Background: an optimization exercise with open tools, aiming at small area, a short achievable clock period and few clock cycles per item. Do not read the settings as production practice.
The RTL was checked by simulation tests, not by an equivalence proof against the original design.

## design/flow/design.v

```verilog
`timescale 1ns/1ps
module mult_div_ctrl #(
  parameter int DATA_WIDTH = 32,
  parameter int CNT_WIDTH  = 6
) (
  input  logic                      clk,
  input  logic                      rst,
  input  logic                      flush,
  input  logic                      stall_hold,
  input  logic [5:0]                funct,
  input  logic [DATA_WIDTH-1:0]     operand_1,
  input  logic [DATA_WIDTH-1:0]     operand_2,
  output logic                      mult_div_done,
  output logic [2*DATA_WIDTH-1:0]   mult_div_result
);
  logic s_idle, s_mul, s_corr, s_dpre, s_dpre2, s_div, s_fix, s_done;
  logic n_done_fast;
  logic n_idle, n_mul, n_corr, n_dpre, n_dpre2, n_div, n_fix, n_done;
  logic [33:0] r_a;       
  logic [31:0] r_b;       
  logic [33:0] r_m;       
  logic [5:0]  r_cnt;
  logic [5:0]  r_bn;      
  logic [5:0]  r_bd;      
  logic        r_sn;      
  logic        r_negq;    
  logic        r_corr;    
  logic        r_take;    
  logic r_one0, r_two0, r_neg0, r_one1, r_two1, r_neg1, r_c0, r_cin;
  logic w_is_op, w_is_div, w_signed, w_start, w_negq_in, w_ext1, w_ext2;
  assign w_is_op   = (funct[5:2] == 4'b0110);
  assign w_is_div  = funct[1];
  assign w_signed  = ~funct[0];
  assign w_ext1    = w_signed & operand_1[31];
  assign w_ext2    = w_signed & operand_2[31];
  assign w_negq_in = w_ext1 ^ w_ext2;
  function automatic logic [2:0] booth(input logic [2:0] g);
    booth[2] = g[1] ^ g[0];
    booth[1] = (g == 3'b011) | (g == 3'b100);
    booth[0] = g[2] & ~(g[1] & g[0]);
  endfunction
  function automatic logic [5:0] bitlen(input logic [31:0] x);
    bitlen = 6'd0;
    for (int i = 0; i < 32; i++) if (x[i]) bitlen = i + 1;
  endfunction
  logic [37:0] w_m, w_a, w_x0, w_x1, w_pp0, w_pp1, w_cs_s, w_cs_c, w_sum;
  logic [38:0] w_add;
  logic        w_allp, w_take;
  assign w_m  = {{4{r_m[33]}}, r_m};
  assign w_a  = {{4{r_a[33]}}, r_a};
  assign w_x0 = ({38{r_one0}} & w_m) | ({38{r_two0}} & {w_m[36:0], 1'b0});
  assign w_x1 = ({38{r_one1}} & w_m) | ({38{r_two1}} & {w_m[36:0], 1'b0});
  assign w_pp0 = w_x0 ^ {38{r_neg0}};
  assign w_pp1 = {w_x1[35:0] ^ {36{r_neg1}}, r_neg1, r_neg1};
  assign w_cs_s = w_a ^ w_pp0 ^ w_pp1;
  assign w_cs_c = {(w_a[36:0] & w_pp0[36:0]) | (w_a[36:0] & w_pp1[36:0]) | (w_pp0[36:0] & w_pp1[36:0]), r_c0};
  assign w_add  = {w_cs_s, 1'b1} + {w_cs_c, r_cin};
  assign w_sum  = w_add[38:1];
  assign w_allp = &(w_cs_s[36:0] ^ w_cs_c[36:0]);
  assign w_take = r_sn ? (w_sum[37] ^ w_allp) : ~w_sum[37];
  logic [5:0]  w_k;
  logic [33:0] w_m_align;
  logic        w_dzero;
  assign w_k       = r_bn - r_bd + {5'd0, r_sn};
  assign w_m_align = r_m << w_k;
  assign w_dzero   = (r_m == 34'd0);
  logic w_cnt0;
  assign w_cnt0 = (r_cnt == 6'd0);
  always_comb begin
    n_idle = 1'b0; n_mul = 1'b0; n_corr = 1'b0; n_dpre = 1'b0; n_dpre2 = 1'b0;
    n_div = 1'b0; n_fix = 1'b0; n_done = 1'b0;
    if (flush) begin
      n_idle = 1'b1;
    end else begin
      if (s_idle) begin
        if (w_is_op) begin
          n_dpre = w_is_div;
          n_mul  = ~w_is_div;
        end else begin
          n_idle = 1'b1;
        end
      end
      if (s_mul) begin
        n_mul  = ~w_cnt0;
        n_corr = w_cnt0 & r_corr;
        n_done = w_cnt0 & ~r_corr;
      end
      if (s_corr) n_done = 1'b1;
      if (s_dpre) begin
        n_dpre2 = ~w_dzero & r_negq;
        n_div   = ~w_dzero & ~r_negq & w_take;
        n_done  = w_dzero | (~r_negq & ~w_take);
      end
      if (s_dpre2) begin
        n_div  = r_take;
        n_done = ~r_take;
      end
      if (s_div) begin
        n_div  = ~w_cnt0;
        n_fix  = w_cnt0 & ~w_take;
        n_done = w_cnt0 & w_take;
      end
      if (s_fix) n_done = 1'b1;
      if (s_done) begin
        n_done = stall_hold;
        n_idle = ~stall_hold;
      end
    end
  end
  always_ff @(posedge clk or posedge rst) begin
    if (rst) begin
      s_idle  <= 1'b1;
      s_mul   <= 1'b0;
      s_corr  <= 1'b0;
      s_dpre  <= 1'b0;
      s_dpre2 <= 1'b0;
      s_div   <= 1'b0;
      s_fix   <= 1'b0;
      s_done  <= 1'b0;
    end else begin
      s_idle  <= n_idle;
      s_mul   <= n_mul;
      s_corr  <= n_corr;
      s_dpre  <= n_dpre;
      s_dpre2 <= n_dpre2;
      s_div   <= n_div;
      s_fix   <= n_fix;
      s_done  <= n_done_fast;
    end
  end
  function automatic logic [7:0] divctl(input logic inv);
    divctl = {1'b1, 1'b0, inv, 1'b0, 1'b0, ~inv, 1'b0, 1'b1};
  endfunction
  logic [2:0] w_bt0_in, w_bt1_in, w_bt0, w_bt1;
  assign w_bt0_in = booth({operand_1[1:0], 1'b0});
  assign w_bt1_in = booth(operand_1[3:1]);
  assign w_bt0    = booth(r_b[5:3]);
  assign w_bt1    = booth(r_b[7:5]);
  logic [7:0] w_ctl_other, w_ctl_div;
  always_comb begin
    w_ctl_other = {r_one0, r_two0, r_neg0, r_one1, r_two1, r_neg1, r_c0, r_cin};
    if (s_idle) begin
      if (w_is_div) w_ctl_other = divctl(~w_negq_in);
      else          w_ctl_other = {w_bt0_in, w_bt1_in, w_bt0_in[0], w_bt1_in[0]};
    end
    if (s_mul) begin
      if (w_cnt0) w_ctl_other = 8'b1000_0000;   
      else        w_ctl_other = {w_bt0, w_bt1, w_bt0[0], w_bt1[0]};
    end
    if (s_dpre && r_negq) w_ctl_other = divctl(r_negq);
    if (s_dpre2) w_ctl_other = divctl(~r_negq);
  end
  assign w_ctl_div = (s_dpre && r_negq) ? 8'b0000_0000 : divctl(~r_negq);
  always_ff @(posedge clk) begin
    if (s_div)
      {r_one0, r_two0, r_neg0, r_one1, r_two1, r_neg1, r_c0, r_cin} <= w_take ? w_ctl_div : divctl(r_negq);
    else if (s_dpre && r_negq && w_take)
      {r_one0, r_two0, r_neg0, r_one1, r_two1, r_neg1, r_c0, r_cin} <= 8'b0000_0000;
    else
      {r_one0, r_two0, r_neg0, r_one1, r_two1, r_neg1, r_c0, r_cin} <= w_ctl_other;
  end
  always_ff @(posedge clk) begin
    if (s_idle) begin
      r_a    <= w_is_div ? {{2{w_ext1}}, operand_1} : 34'd0;
      r_m    <= {{2{w_ext2}}, operand_2};
      r_b    <= operand_1;
      r_cnt  <= 6'd7;
      r_bn   <= bitlen({w_ext1, operand_1[31:1]} ^ operand_1);
      r_bd   <= bitlen({w_ext2, operand_2[31:1]} ^ operand_2);
      r_sn   <= w_ext1;
      r_negq <= w_negq_in;
      r_corr <= ~w_signed & operand_1[31];
    end
    if (s_mul) begin
      r_a   <= w_sum[37:4];
      r_b   <= {w_sum[3:0], r_b[31:4]};
      r_cnt <= r_cnt - 6'd1;
    end
    if (s_corr || s_dpre2 || s_div || s_fix) begin
      r_a <= w_sum[33:0];
    end
    if (s_dpre) begin
      if (r_negq) r_a <= w_sum[33:0];
      else        r_m <= w_m_align;
      r_b    <= w_dzero ? 32'hFFFF_FFFF : 32'd0;
      r_cnt  <= w_k;
      r_take <= w_take;
    end
    if (s_dpre2) begin
      r_m <= w_m_align;
      r_b <= {32{r_take}};
    end
    if (s_div) begin
      r_b <= {r_b[30:0], w_take ^ r_negq};
      if (!w_cnt0) r_m <= {r_m[33], r_m[33:1]};
      r_cnt <= r_cnt - 6'd1;
    end
  end
  logic w_done_base, w_done_take, w_done_keep;
  assign w_done_base = ~flush & ((s_mul & w_cnt0 & ~r_corr) | s_corr | s_fix | (s_dpre2 & ~r_take) |
                                 (s_dpre & w_dzero) | (s_done & stall_hold));
  assign w_done_take = ~flush & s_div & w_cnt0;
  assign w_done_keep = ~flush & s_dpre & ~r_negq;
  assign n_done_fast = w_done_base | (w_take ? w_done_take : w_done_keep);
  assign mult_div_done = s_done;
  assign mult_div_result = {r_a[31:0], r_b};
endmodule
```

## design/flow/flow/run.sh

```bash
#!/bin/bash
# Standard ORFS layout (the standard.sh, all steps), with setup repair aiming for
# 9.5 ns of slack at the design's 14 ns clock. The make output is kept in standard_make.log;
# each tool's own log is under orfs/logs/.
set -euo pipefail
bash standard.sh SETUP_SLACK_MARGIN=9.5 finish > standard_make.log 2>&1
```

## design/flow/standard.sh

```bash
#!/bin/bash
# synth_recipe.tcl (not shown) runs the flow's synth.tcl, then flattens the netlist and writes it again
# the make line also repeats each setting of config.mk as NAME=value (left out here)
make -C /OpenROAD-flow-scripts/flow DESIGN_CONFIG=/design/flow/config.mk WORK_HOME=/design/flow/orfs CLKGATE_MAP_FILE= SYNTH_SCRIPT=/design/flow/synth_recipe.tcl "${@:-finish}"
```

## design/flow/config.mk

```make
export PLATFORM = sky130hd
export DESIGN_NAME = mult_div_ctrl
export DESIGN_NICKNAME = mult_div_ctrl
export VERILOG_FILES = /design/flow/design.v
export SDC_FILE = /design/flow/constraint.sdc
export NUM_CORES = 4
export LEC_CHECK = 0
export ABC_CLOCK_PERIOD_IN_PS = 3500
export CAP_MARGIN = 20
export CORE_MARGIN = 2
export CORE_UTILIZATION = 40
export SLEW_MARGIN = 20
```

## design/flow/constraint.sdc

```tcl
create_clock -name core_clock -period 14.0 [get_ports {clk}]
set_input_delay 2.8000 -clock core_clock [delete_from_list [all_inputs] [get_ports {clk}]]
set_output_delay 2.8000 -clock core_clock [all_outputs]
set_load 0.01 [all_outputs]
```

==> results of run 1 <==
[cell usage after synthesis (all sizes together) (8+ instances only)]
cell,instances
mux2,8
a21o,17
o21bai,8
nor2,146
dfxtp,67
inv,65
ha,55
nand2,135
nor4,13
or3,14
or4,8
clkbuf,152
nand2b,10
a221oi,11
edfxtp,63
a222oi,15
and3,25
o22ai,11
nor3,36
o21a,22
a31oi,12
o31ai,8
o211ai,16
mux2i,113
a22oi,75
o21ai,132
nand4,14
buf,56
nor2b,16
a21oi,171
fa,39
xnor2,97
and2,9
nand3,35
o221ai,19
a22o,28
a211oi,20
xor2,20
[cell families (layout without fill, tap and decap cells)]
| logic type | count (synthesis) | after routing | share of synthesized area, % |
|---|---|---|---|
| muxes | 123 | 123 | 8.58 |
| and+or+nand+nor | 474 | 474 | 14.9 |
| DFF | 138 | 138 | 23.3 |
| buffers and inverters | 273 | 272 | 7.85 |
| adders and majority gates | 94 | 94 | 9.96 |
| AOI/OAI and AO/OA | 630 | 630 | 28.3 |
| xor gates and xnor gates | 118 | 118 | 7.11 |
[what timing repair did]
item | 4_1_cts | 5_1_grt
gates resized for setup | 45 | 88
pin swaps | 8 | 23
setup buffers | 0 | 9
setup endpoints to repair | 23 | 23
gates cloned | 0 | 1
[flip-flops by register name, indices dropped and copies added, names as in the netlist, 6 cells and up]
register and cells:
r_a 34, r_b 32, r_bd 6, r_bn 6, r_cnt 6, r_m 34
[final cells by class]
| type | instances | area [um2] |
|---|---|---|
| Inverter | 65 | 244 |
| Clock inverter | 11 | 81.3 |
| Sequential cell | 138 | 3460 |
| Tap cell | 468 | 586 |
| Multi-Input combinational cell | 1439 | 10500 |
| Clock buffer | 21 | 503 |
| Timing Repair Buffer | 175 | 1750 |
| Fill cell | 3606 | 19300 |
[worst paths after layout]
path	startpoint	end	slack, ns	cells after the start
worst max-delay path	operand_2[8]	r_bd[2]$_SDFFCE_PP0P_	9.46	8
worst min-delay path	s_done$_DFF_PP0_	s_idle$_DFF_PP1_	0.54	1
worst max register to register	r_one1$_SDFFCE_PP0P_	r_neg0$_DFFE_PP_	9.52	14
worst min register to register	s_done$_DFF_PP0_	s_idle$_DFF_PP1_	0.54	1
max in group asynchronous	rst	s_idle$_DFF_PP1_	11.12	2
min in group asynchronous	rst	s_dpre$_DFF_PP0_	2.59	2
[metal layers]
layer	vias to the layer above	routed length, um
met5	-	0
met1	7173	24500
li1	6776	-
met3	80	3130
met2	552	24000
met4	0	1490
==> results.py, run 1 <==
metrics = {
    "run_status": {
        "outcome": "finished clean",
    },
    "critical_path": {
        "worstPathRequired_ns": 14.32,
        "worstPathArrival_ns": 4.86,
        "startpoint_type": "input pin",
        "crit_chain": "clkdlybuf4s50_1 > or3_1 > o32a_1 > a311oi_2 > o21ba_2 > o21ba_2 > nor2_1 > nor2_1",
        "worst-path-buf-inv": 1,
        "slowest_delay_ns": 0.51,
        "critPathKind": "in -> reg",
        "crit_family": "compound AO/OA/AOI/OAI gates",
        "worstPathMaxFanout": 6,
        "endpoint_kind": "flop",
        "critPathSlowestCell": "clkdlybuf4s50_1",
    },
    "detailed_routing": {
        "drtIter0Drc": 1407,
        "drc": 0,
        "drt-wirelength-per-cell_um": 23.0,
        "avgViaCountPerCell": 6.29,
        "drt_wl_total_mm": 53.2,
        "first_pass_iters": 8,
        "detail-route-antenna-nets": 0,
        "vias": 14581,
    },
    "logic_synthesis": {
        "synth_edf_count": 63,
        "synth_cell_types": 77,
        "syn_nets": 2018,
        "synth_area_leaders": "edfxtp_1 13%, dfxtp_1 9.1%, mux2i_1 7.7%, a21oi_1 5.8%, xnor2_1 5.8%",
        "synth_flop_cell": "dfxtp_1",
        "ys_seq_elements": 138,
        "synthDominantCellAreaShare_pct": 12.8,
        "syn_area_per_cell_um2": 7.97,
        "synth_seq_area_share_pct": 23.3,
        "ys_warn_count": 1,
        "yosys.area.top_type": "edfxtp_1",
        "syn_inst": 1850,
        "postSynth.asyncResetShare_pct": 5.80,
        "syn_area_um2": 14700,
    },
    "clock_network": {
        "holdBufCountCts": 0,
        "cts_tree": "done",
        "clk-insertion-delay-late_ns": 0.46,
        "h-tree-depth": 4,
        "clockBufferDepth": 2,
        "numClockSinks": 138,
        "cts-root-buf": "clkbuf_16",
        "cts.clk_slew.worst_paths_ns": 0.07,
        "cts-buffers-inserted": 17,
    },
    "die": {
        "die_h_um": 196,
        "fp.dieW_um": 196,
        "start_util_pct": 40.5,
        "num_rows": 70,
        "ios": 139,
        "coreArea_um2": 36400,
        "die-area_um2": 38400,
    },
    "global_routing": {
        "met3_usage_pct": 3.42,
        "grt-ovfl-total": 0,
        "antenna_found_initial": 0,
        "grt_pass1_vias": 13793,
        "grt_pass1_wl_mm": 81.8,
        "grt_use_met2_pct": 42.6,
        "top_usage_layer": "met2",
        "grt_max_degree": 85,
        "grtUsageTotal_pct": 27.4,
        "gr-usage-met1_pct": 39.1,
    },
    "placement": {
        "dp_slack_ns": 8.56,
        "dp_cells": 2275,
        "gp_congestion": 0.923,
        "portBuffers": 138,
        "placed_area_um2": 16100,
        "dp_hpwl_mm": 39.3,
    },
    "cells_and_area": {
        "postLayoutCellArea_um2": 17100,
        "mostFrequentLayoutCells": "168 x a21oi_1, 144 x nor2_1, 134 x nand2_1, 127 x o21ai_0, 113 x mux2i_1",
        "drive_gt1_share_pct": 8.98,
        "fin_cells": 2317,
        "layout.nets": 2004,
        "layout_commonest_cell": "a21oi_1",
        "syn_to_final_growth_pct": 16.1,
        "finish.utilization_pct": 47.0,
        "diodes": 0,
    },
    "sta": {
        "hold_violations": 0,
        "max_slew_margin_pct": 28.3,
        "worst_slew_pin_slew_ns": 1.07,
        "setup_viol": 0,
        "skew_ns": 0.0195,
        "drv_slew": 0,
        "fin_tns_setup_ns": 0,
        "fmax_ghz": 0.220,
        "finalCritPeriodShare_pct": 32.4,
        "finalCriticalPeriod_ns": 4.54,
        "fin_ws_ns": 9.46,
        "worst_hold_slack_ns": 0.542,
        "rsz0062_at_grt": "true",
    },
    "flow_run": {
        "maxCapViolCount": 0,
    },
    "min_path": {
        "hold_path_class": "reg -> reg",
    },
}
Testbench counts, summed over its fixed seeds: cycles 20,471, items 2,048.
==> inputs of run 2 (changes only) <==
--- a/design/flow/config.mk
+++ b/design/flow/config.mk
@@ -8,5 +8,5 @@
 export ABC_CLOCK_PERIOD_IN_PS = 3500
 export CAP_MARGIN = 20
 export CORE_MARGIN = 2
-export CORE_UTILIZATION = 40
+export CORE_UTILIZATION = 70
 export SLEW_MARGIN = 20
==> results.py, run 2 <==
metrics = {
    "run_status": {
        "outcome": "finished clean",
    },
    "logic_synthesis": {
        "synth_area_leaders": "edfxtp_1 13%, dfxtp_1 9.1%, mux2i_1 7.7%, a21oi_1 5.8%, xnor2_1 5.8%",
        "syn_nets": 2018,
        "syn_inst": 1850,
        "ys_warn_count": 1,
        "postSynth.asyncResetShare_pct": 5.80,
        "synth_flop_cell": "dfxtp_1",
        "synth_seq_area_share_pct": 23.3,
        "syn_area_um2": 14700,
        "synthDominantCellAreaShare_pct": 12.8,
        "ys_seq_elements": 138,
        "synth.most_common_cell": "a21oi_1",
        "syn_area_per_cell_um2": 7.97,
        "synth_cell_types": 77,
        "synth_edf_count": 63,
        "yosys.area.top_type": "edfxtp_1",
        "synthTopCellsByCount": "171 x a21oi_1, 151 x clkbuf_1, 146 x nor2_1, 135 x nand2_1, 131 x o21ai_0",
    },
    "min_path": {
        "hold_path_depth": 1,
        "hold_path_class": "reg -> reg",
        "worstHoldStart": "r_corr$_DFFE_PP_",
        "min_to": "s_corr$_DFF_PP0_",
    },
    "detailed_routing": {
        "vias": 15979,
        "avgViaCountPerCell": 7.53,
        "drt-wirelength-per-cell_um": 26.1,
        "drt_wl_total_mm": 55.5,
        "detail-route-antenna-nets": 0,
        "drtIter0Drc": 2835,
        "first_pass_iters": 12,
        "drc": 0,
    },
    "die": {
        "start_util_pct": 70.8,
        "num_rows": 53,
        "coreArea_um2": 20800,
        "die_h_um": 149,
        "die-area_um2": 22200,
        "ios": 139,
        "fp.dieW_um": 149,
    },
    "critical_path": {
        "r2r_end": "r_cin$_DFFE_PP_",
        "r2r_setup_slack_ns": 9.33,
        "worstPathMaxFanout": 35,
        "crit_family": "compound AO/OA/AOI/OAI gates",
        "endpoint_kind": "flop",
        "worstPathArrival_ns": 4.82,
        "worst-path-buf-inv": 1,
        "worstPathRequired_ns": 14.15,
        "reg2reg_from": "r_one1$_SDFFCE_PP0P_",
        "r2r_cells": 14,
        "crit_top_cell": "nor2_1",
        "startpoint_type": "flop",
        "crit_chain": "buf_8 > a22oi_1 > xnor2_2 > fa_1 > ha_2 > o211ai_1 > a21o_1 > a211o_1 > o21ai_4 > a211oi_4 > o31a_2 > xnor3_2 > nor2_1 > nor2_1",
        "critPathSlowestCell": "fa_1",
        "slowest_delay_ns": 0.49,
        "critPathKind": "reg -> reg",
    },
    "global_routing": {
        "antenna_found_initial": 0,
        "grt-ovfl-total": 0,
        "grt_max_degree": 90,
        "grtUsageTotal_pct": 45.8,
        "grt_pass1_wl_mm": 79.4,
        "grt_pass1_vias": 13984,
    },
    "sta": {
        "finalCriticalPeriod_ns": 4.67,
        "setup_viol": 0,
        "drv_slew": 0,
        "worst_slew_pin_slew_ns": 1.14,
        "rsz0062_at_grt": "true",
        "max_slew_margin_pct": 23.7,
        "fin_ws_ns": 9.33,
        "finalCritPeriodShare_pct": 33.4,
        "fin_tns_setup_ns": 0,
        "fmax_ghz": 0.214,
        "skew_ns": 0.0269,
        "hold_violations": 0,
    },
    "flow_run": {
        "maxCapViolCount": 0,
    },
    "clock_network": {
        "cts-root-buf": "clkbuf_16",
        "h-tree-depth": 4,
        "holdBufCountCts": 0,
        "cts.clk_slew.worst_paths_ns": 0.09,
        "clk-insertion-delay-late_ns": 0.46,
        "numClockSinks": 138,
        "cts_tree": "done",
        "clockBufferDepth": 2,
        "cts-buffers-inserted": 17,
    },
    "placement": {
        "portBuffers": 138,
        "dp_hpwl_mm": 37.6,
        "dp_cells": 2078,
        "dp_slack_ns": 8.62,
        "gp_congestion": 0.996,
    },
    "cells_and_area": {
        "syn_to_final_growth_pct": 15.3,
        "fin_cells": 2123,
        "mostFrequentLayoutCells": "166 x a21oi_1, 145 x nor2_1, 134 x nand2_1, 121 x o21ai_0, 113 x mux2i_1",
        "largestRegisters": "r_a: 34 flops, r_m: 34 flops, r_b: 32 flops",
        "layout_commonest_cell": "a21oi_1",
        "layout.nets": 2003,
        "diodes": 0,
        "drive_gt1_share_pct": 9.31,
    },
}
## run 2: cell families (layout without fill, tap and decap cells)
kind of cell               Yosys count  in the layout  share of synthesized area [%]
and+or+nand+nor                    474            474                           14.9
adders and majority gates           94             94                           9.96
xor gates and xnor gates           118            118                           7.11
DFF                                138            138                           23.3
muxes                              123            123                           8.58
AOI/OAI and AO/OA                  630            630                           28.3
buffers and inverters              273            271                           7.85
## run 2: how the worst max path moves through the flow
stage | slack [ns] | depth (start not counted) | end | from
after floorplan | 9.48 | 15 | r_neg0$_DFFE_PP_ | r_neg1$_DFFE_PP_
after detailed placement | 8.62 | 12 | r_bn[0]$_SDFFCE_PP0P_ | operand_1[2]
after CTS | 9.51 | 10 | r_bn[1]$_SDFFCE_PP0P_ | operand_1[4]
after global placement | 8.63 | 12 | r_bn[0]$_SDFFCE_PP0P_ | operand_1[2]
after global routing | 9.25 | 15 | r_cin$_DFFE_PP_ | r_two1$_SDFFCE_PP0P_
final | 9.33 | 14 | r_cin$_DFFE_PP_ | r_one1$_SDFFCE_PP0P_
## run 2: stage by stage
stage	hold WS [ns]	cell area (um2)	utilization, %
finish	0.562	17000	81.7
detailed placement	0.519	15800	75.9
global placement	0.500	15800	75.9
global route	0.571	17000	81.7
CTS	0.534	16600	79.5
floorplan	0.449	14800	-
## run 2: layout make-up
type	count	area (um2)
clock buffers	17	425
clock inverters	15	193
fillers	1316	3810
inverters	65	251
multi-input cells	1439	10600
flip-flops and latches	138	3450
well taps	275	344
repair buffers	174	1780
## run 2: routing by layer
metal	wire, um	vias up	GRT usage, %	part of all wire [%]
met1	19600	7341	62.5	35
met2	24200	1531	69.1	44
met4	3140	0	19.4	5.7
met3	8540	337	11.8	15
met5	0	-	0	0
li1	-	6770	-	-
## run 2: what timing repair did
item	in CTS	in global routing
setup buffers	5	8
endpoints found under the setup margin	36	27
endpoints found under the hold margin	0	0
pin swaps	15	37
resized for setup	55	109
==> inputs of run 3 (changes only) <==
--- a/design/flow/config.mk
+++ b/design/flow/config.mk
@@ -8,5 +8,5 @@
 export ABC_CLOCK_PERIOD_IN_PS = 3500
 export CAP_MARGIN = 20
 export CORE_MARGIN = 2
-export CORE_UTILIZATION = 70
+export CORE_UTILIZATION = 60
 export SLEW_MARGIN = 20
==> results.py, run 3 <==
metrics = {
    "run_status": {
        "outcome": "finished clean",
    },
    "min_path": {
        "worstHoldStart": "s_done$_DFF_PP0_",
        "hold_path_depth": 1,
        "min_to": "s_idle$_DFF_PP1_",
        "hold_path_class": "reg -> reg",
    },
    "critical_path": {
        "startpoint_type": "flop",
        "worstPathMaxFanout": 9,
        "reg2reg_from": "r_m[12]$_DFF_P_",
        "r2r_end": "r_neg1$_DFFE_PP_",
        "critPathKind": "reg -> reg",
        "r2r_cells": 13,
        "slowest_delay_ns": 0.64,
        "endpoint_kind": "flop",
        "worstPathRequired_ns": 14.23,
        "crit_top_cell": "xnor2_1",
        "crit_chain": "a22oi_1 > xnor2_1 > fa_1 > ha_1 > a21oi_1 > nand2_1 > a311oi_1 > o21ai_4 > a211oi_2 > o31a_2 > xnor3_2 > xnor2_1 > a221oi_1",
        "critPathSlowestCell": "dfxtp_1",
        "worstPathArrival_ns": 4.69,
        "r2r_setup_slack_ns": 9.54,
    },
    "cells_and_area": {
        "mostFrequentLayoutCells": "169 x a21oi_1, 143 x nor2_1, 134 x nand2_1, 128 x o21ai_0, 113 x mux2i_1",
        "layout_commonest_cell": "a21oi_1",
        "fin_cells": 2164,
        "postLayoutCellArea_um2": 16700,
        "finish.utilization_pct": 68.8,
        "layout.nets": 1995,
        "drive_gt1_share_pct": 7.01,
        "syn_to_final_growth_pct": 13.1,
        "diodes": 0,
        "largestRegisters": "r_a: 34 flops, r_m: 34 flops, r_b: 32 flops",
    },
    "logic_synthesis": {
        "synth_flop_cell": "dfxtp_1",
        "synth_cell_types": 77,
        "yosys.area_share.simple_pct": 14.9,
        "synth_top_family_by_area": "compound AO/OA/AOI/OAI gates",
        "yosys.area.top_type": "edfxtp_1",
        "synthTopCellsByCount": "171 x a21oi_1, 151 x clkbuf_1, 146 x nor2_1, 135 x nand2_1, 131 x o21ai_0",
        "synth.most_common_cell": "a21oi_1",
        "ys_seq_elements": 138,
        "synthDominantCellAreaShare_pct": 12.8,
        "synth-compound-area-share_pct": 28.3,
        "synth_seq_area_share_pct": 23.3,
        "synthAdderAreaFrac_pct": 9.96,
        "syn_inst": 1850,
        "ys_warn_count": 1,
        "synth_edf_count": 63,
        "muxShareOfSynthArea_pct": 8.59,
        "syn_area_um2": 14700,
        "syn_nets": 2018,
        "synth_area_leaders": "edfxtp_1 13%, dfxtp_1 9.1%, mux2i_1 7.7%, a21oi_1 5.8%, xnor2_1 5.8%",
        "synthXorXnorAreaFrac_pct": 7.11,
        "syn_area_per_cell_um2": 7.97,
        "postSynth.asyncResetShare_pct": 5.80,
    },
    "die": {
        "fp.dieW_um": 161,
        "die_h_um": 161,
        "num_rows": 57,
        "die-area_um2": 25900,
        "start_util_pct": 60.8,
        "ios": 139,
        "coreArea_um2": 24200,
    },
    "clock_network": {
        "clockBufferDepth": 2,
        "cts.clk_slew.worst_paths_ns": 0.08,
        "cts-buffers-inserted": 17,
        "h-tree-depth": 4,
        "numClockSinks": 138,
        "holdBufCountCts": 0,
        "cts_tree": "done",
        "cts-root-buf": "clkbuf_16",
        "clk-insertion-delay-late_ns": 0.44,
    },
    "global_routing": {
        "grt-ovfl-total": 0,
        "grt_pass1_wl_mm": 76.2,
        "grt_pass1_vias": 13244,
        "antenna_found_initial": 0,
        "grt_max_degree": 68,
        "grtUsageTotal_pct": 37.2,
    },
    "sta": {
        "hold_violations": 0,
        "finalCriticalPeriod_ns": 4.46,
        "worst_hold_slack_ns": 0.531,
        "fin_ws_ns": 9.54,
        "setup_viol": 0,
        "rsz0062_at_grt": "true",
        "worst_slew_pin_slew_ns": 1.13,
        "fin_tns_setup_ns": 0,
        "max_slew_margin_pct": 24.0,
        "finalCritPeriodShare_pct": 31.8,
        "drv_slew": 0,
        "fmax_ghz": 0.224,
        "skew_ns": 0.0167,
    },
    "placement": {
        "placed_area_um2": 15900,
        "gp_congestion": 0.973,
        "portBuffers": 138,
        "dp_slack_ns": 8.52,
        "dp_hpwl_mm": 37.1,
        "dp_cells": 2130,
    },
    "detailed_routing": {
        "drt-wirelength-per-cell_um": 22.8,
        "detail-route-antenna-nets": 0,
        "drt_wl_total_mm": 49.3,
        "first_pass_iters": 5,
        "drc": 0,
        "avgViaCountPerCell": 6.92,
        "drtIter0Drc": 1908,
        "vias": 14976,
    },
    "flow_run": {
        "maxCapViolCount": 0,
    },
}
run 3: how the worst max path moves through the flow:
stage | from | end | slack, ns | cells past startpoint
6_report | r_m[12]$_DFF_P_ | r_neg1$_DFFE_PP_ | 9.54 | 13
5_1_grt | operand_2[2] | r_bd[0]$_SDFFCE_PP0P_ | 9.39 | 9
4_1_cts | operand_1[1] | r_bn[0]$_SDFFCE_PP0P_ | 9.44 | 12
3_5_place_dp | operand_1[2] | r_bn[0]$_SDFFCE_PP0P_ | 8.52 | 12
3_3_place_gp | operand_1[2] | r_bn[0]$_SDFFCE_PP0P_ | 8.64 | 12
2_1_floorplan | r_neg1$_DFFE_PP_ | r_neg0$_DFFE_PP_ | 9.48 | 15
run 3: kinds of logic after synthesis:
family	count (synthesis)
AND/OR/NAND/NOR	474
flip-flops	138
multiplexers	123
AO/OA/AOI/OAI	630
buffers and inverters	273
XOR/XNOR	118
adder cells (fa/ha/maj)	94
run 3: final cells by class:
class                           instances  area (um2)
Tap cell                              324         405
Sequential cell                       138        3450
Multi-Input combinational cell       1439       10300
Clock inverter                         15         178
Fill cell                            2054        7560
Clock buffer                           17         425
Timing Repair Buffer                  166        1660
Inverter                               65         251
run 3: layer usage:
layer	global-route usage, %	vias up	wire length (um)
li1	-	6769	-
met4	12.7	0	1430
met5	0	-	0
met2	57.0	879	21800
met1	54.5	7233	21300
met3	4.65	95	4700
run 3: repair_timing:
action	in CTS	in global routing
pin swaps	7	14
buffers inserted	0	2
endpoints found under the setup margin	20	19
gates resized for setup	52	54
run 3: critical path, delay by kind of cell (launching register included):
kind	cells	cell delay, ns
XOR/XNOR	3	0.71
AND/OR/NAND/NOR	1	0.10
flip-flops	1	0.64
AO/OA/AOI/OAI	7	1.95
adder cells (fa/ha/maj)	2	0.82

-- static timing again, ports no longer ideal --
How much do the figures lean on ideal ports? The routed layouts below were timed once more, with nothing changed but the port constraints.
Step 1 assumes that a clkbuf_16 drives the clock port and a buf_2 every other input.
Step 2 moves the port delays by t, midway between the first and last clock arrival at a register: inputs arrive t later, outputs are due t later. That takes back most of the time a late clock gives input paths.
Slacks: ideal ports / drivers / drivers and shift; pairs: ideal ports / drivers.
run | t, ns | setup slack, ns | worst setup path after step 2 | clock arrival spread, ns | worst data-port slew with drivers (ns)
run 1 | 0.503 | 9.458 / 9.487 / 8.984 | input to register | 0.020 / 0.020 | 0.05
run 2 | 0.494 | 9.331 / 9.331 / 9.012 | input to register | 0.027 / 0.027 | 0.06
run 3 | 0.488 | 9.541 / 9.541 / 9.086 | input to register | 0.018 / 0.018 | 0.05
After both steps setup and hold are still met in every run listed. The setup slack of run 1, which loses most, moves by +0.029 ns with the drivers and by -0.474 ns with both steps.
